This is an optimization exercise on Yosys and OpenROAD, whose aim is small area and a short achievable clock period, not a production implementation. Function was checked by simulation only, so behaviour that the tests miss may differ from the original. Power is estimated from default activity; no workload was simulated.

// regfile_sb
module regfile_sb
#(
  parameter int unsigned XLEN  = XLEN_DEFAULT,
  parameter int unsigned NREGS = NREGS_DEFAULT,
  parameter int unsigned AW    = $clog2(NREGS)
) (
  input  logic            clk,
  input  logic            reset,
  input  logic [AW-1:0]   rg_rd_addr1,
  input  logic [AW-1:0]   rg_rd_addr2,
  output logic [XLEN-1:0] rg_rd_data1,
  output logic [XLEN-1:0] rg_rd_data2,
  output logic            rg_rd_rdy1,
  output logic            rg_rd_rdy2,
  input  logic            issue_en,
  input  logic [AW-1:0]   issue_addr,
  output logic            issue_ok,
  input  logic            rg_wrt_en,
  input  logic [AW-1:0]   rg_wrt_addr,
  input  logic [XLEN-1:0] rg_wrt_data,
  input  logic            flush,
  output logic            wb_unexp
);
==> flow/config.mk <==
export PLATFORM = sky130hd
export DESIGN_NAME = regfile_sb
export DESIGN_NICKNAME = regfile_sb
export VERILOG_FILES = /design/flow/design.v
export SDC_FILE = /design/flow/constraint.sdc
export NUM_CORES = 4
export LEC_CHECK = 0
export CAP_MARGIN = 20
export CORE_MARGIN = 2
export CORE_UTILIZATION = 65
export CTS_BUF_LIST = sky130_fd_sc_hd__clkbuf_4
export CTS_CLUSTER_DIAMETER = 40
export CTS_CLUSTER_SIZE = 8
export SETUP_SLACK_MARGIN = 1.7
export SLEW_MARGIN = 20
export SYNTH_HIERARCHICAL = 1
export SYNTH_MINIMUM_KEEP_SIZE = 0
==> flow/constraint.sdc <==
create_clock -name core_clock -period 6.5 [get_ports {clk}]
set_input_delay 1.3000 -clock core_clock [delete_from_list [all_inputs] [get_ports {clk}]]
set_output_delay 1.3000 -clock core_clock [all_outputs]
set_load 0.01 [all_outputs]
standard.sh (not shown) runs the stock make flow with config.mk's settings and CLKGATE_MAP_FILE= SYNTH_SCRIPT=/design/flow/synth_recipe.tcl, a recipe that flattens the netlist after the stock synthesis.
==> flow/flow/run.sh <==
#!/bin/bash
# Layout flow: the standard ORFS flow (standard.sh) from synthesis to the
# final layout, with one change: the port buffers that placement inserts on
# every input and output are buf_2 cells instead of the resizer's default pick
# (clkdlybuf4s50_1, a delay cell). The full make output goes to flow.log here;
# ORFS writes each step's log under orfs/logs.
set -euo pipefail
bash standard.sh "BUFFER_PORTS_ARGS=-buffer_cell sky130_fd_sc_hd__buf_2" finish > flow.log 2>&1
==> next run, changes <==
SETUP_SLACK_MARGIN = 1.5   (was 1.7)
Result:
- The new run completed with no timing, DRC or antenna violations
- core utilization drops by 3.0 points
- final area drops by a few percent
- non-clock buffer count drops by 73
- register-to-register slack is about the same
- critical path depth is unchanged
- clock skew stays flat
- total power drops slightly
- via count drops by a few percent
- cell count drops slightly
- clock power is about the same


Another version of the RTL of regfile_sb (not shown whole).
Size in the first run: ~0.043 mm^2 of cells after synthesis.
// regfile_sb
module regfile_sb
#(
  parameter int unsigned XLEN  = XLEN_DEFAULT,
  parameter int unsigned NREGS = NREGS_DEFAULT,
  parameter int unsigned AW    = $clog2(NREGS)
) (
  input  logic            clk,
  input  logic            reset,
  input  logic [AW-1:0]   rg_rd_addr1,
  input  logic [AW-1:0]   rg_rd_addr2,
  output logic [XLEN-1:0] rg_rd_data1,
  output logic [XLEN-1:0] rg_rd_data2,
  output logic            rg_rd_rdy1,
  output logic            rg_rd_rdy2,
  input  logic            issue_en,
  input  logic [AW-1:0]   issue_addr,
  output logic            issue_ok,
  input  logic            rg_wrt_en,
  input  logic [AW-1:0]   rg_wrt_addr,
  input  logic [XLEN-1:0] rg_wrt_data,
  input  logic            flush,
  output logic            wb_unexp
);
clock: 6.5 ns
lec_check: 0
cap_margin: 20
core_margin: 2
core_utilization: 55
cts_buf_list: sky130_fd_sc_hd__clkbuf_4
cts_cluster_diameter: 40
cts_cluster_size: 8
setup_slack_margin: 1.5
slew_margin: 20
synth_hierarchical: 1
synth_minimum_keep_size: 0
run.sh (not shown) runs the stock make flow with config.mk's settings and CLKGATE_MAP_FILE= SYNTH_SCRIPT=/design/flow/synth_recipe.tcl, a recipe that flattens the netlist after the stock synthesis.
Stock flow here: none of the scripts above is used.
Then changed:
==> flow/flow/run.sh (new file) <==
#!/bin/bash
# Layout flow: the standard ORFS flow (standard.sh) from synthesis to the
# final layout, with one change: the port buffers that placement inserts on
# every input and output are buf_2 cells instead of the resizer's default pick
# (clkdlybuf4s50_1, a delay cell). The full make output goes to flow.log here;
# ORFS writes each step's log under orfs/logs.
set -euo pipefail
bash standard.sh "BUFFER_PORTS_ARGS=-buffer_cell sky130_fd_sc_hd__buf_2" finish > flow.log 2>&1
==> flow/standard.sh (new file) <==
#!/bin/bash
# synth_recipe.tcl (not shown) runs the flow's synth.tcl, then flattens the netlist and writes it again
# the make line also repeats each setting of config.mk as NAME=value (left out here)
make -C /OpenROAD-flow-scripts/flow DESIGN_CONFIG=/design/flow/config.mk WORK_HOME=/design/flow/orfs CLKGATE_MAP_FILE= SYNTH_SCRIPT=/design/flow/synth_recipe.tcl "${@:-finish}"
SETUP_SLACK_MARGIN = 1.7   (was 1.5)
removed: flow/run.sh
The new run finished clean. Count of clock-buffer cells in the layout decreases by 6. Synthesized area is unchanged. Wire length is higher by 7.6%. Combinational power decreases by about 8%. Via count came out higher by about 0.7%. Clock power is higher by about 2%.
Then changed:
CORE_UTILIZATION = 65   (was 55)
SETUP_SLACK_MARGIN = 1.5   (was 1.7)
The changed run completed with no timing, DRC or antenna violations.
Total power fell slightly.
Sequential cell count stays the same.
Via count fell by a few percent.
Worst setup slack loses 0.12 ns.
Maximum frequency fell by a few percent.
Area after synthesis does not change.
Clock skew fell by 0.016 ns.
Global-route usage rose by 2.7 points.
Final area fell by a few percent.
Die area fell by about a fifth.
Worst hold slack gains 0.0030 ns.
Then changed:
CORE_UTILIZATION = 55   (was 65)
- sequential power barely changes
- critical path depth does not change
- core utilization drops by 11 points
- maximum frequency drops slightly
- worst setup slack loses 0.070 ns
- power climbs slightly
- cell area climbs slightly
- via count climbs slightly

==> afterwards: timing with drivers on the ports <==
In the flow no input, the clock included, has a driving cell. The finished layouts below were timed again as built, in two steps.
Step 1 sets driving cells, clkbuf_16 on the clock port and buf_2 on the other inputs (assumed; they add their load-dependent delay and slew).
Step 2 moves the port delays by t, midway between the first and last clock arrival at a register: inputs arrive t later, outputs are due t later. That takes back most of the time a late clock gives input paths.
a / b / c = ideal / step 1 / step 2; a / b = the first two.
run	shift t [ns]	setup slack, ns	worst hold slack (ns)	worst register clock-pin slew, ns	worst slew at a driven data input, ns
the first run of note 1	1.107	1.583 / 1.541 / 1.541	0.632 / 0.632 / 0.632	0.10 / 0.10	0.08
the second run of note 1	1.096	1.348 / 1.328 / 1.328	0.625 / 0.625 / 0.625	0.10 / 0.10	0.06
the first run of note 2	1.111	1.363 / 1.334 / 1.334	0.578 / 0.578 / 0.578	0.10 / 0.10	0.09
the second run of note 2	1.096	1.587 / 1.546 / 1.546	0.545 / 0.545 / 0.545	0.10 / 0.10	0.06
the third run of note 2	1.093	1.465 / 1.438 / 1.438	0.548 / 0.548 / 0.548	0.10 / 0.10	0.12
the fourth run of note 2	1.087	1.395 / 1.366 / 1.366	0.549 / 0.549 / 0.549	0.10 / 0.10	0.06
After both steps every run listed still meets setup and hold. For the first run of note 1, which loses most, drivers alone change the setup slack by -0.042 ns; drivers and shift together by -0.042 ns.
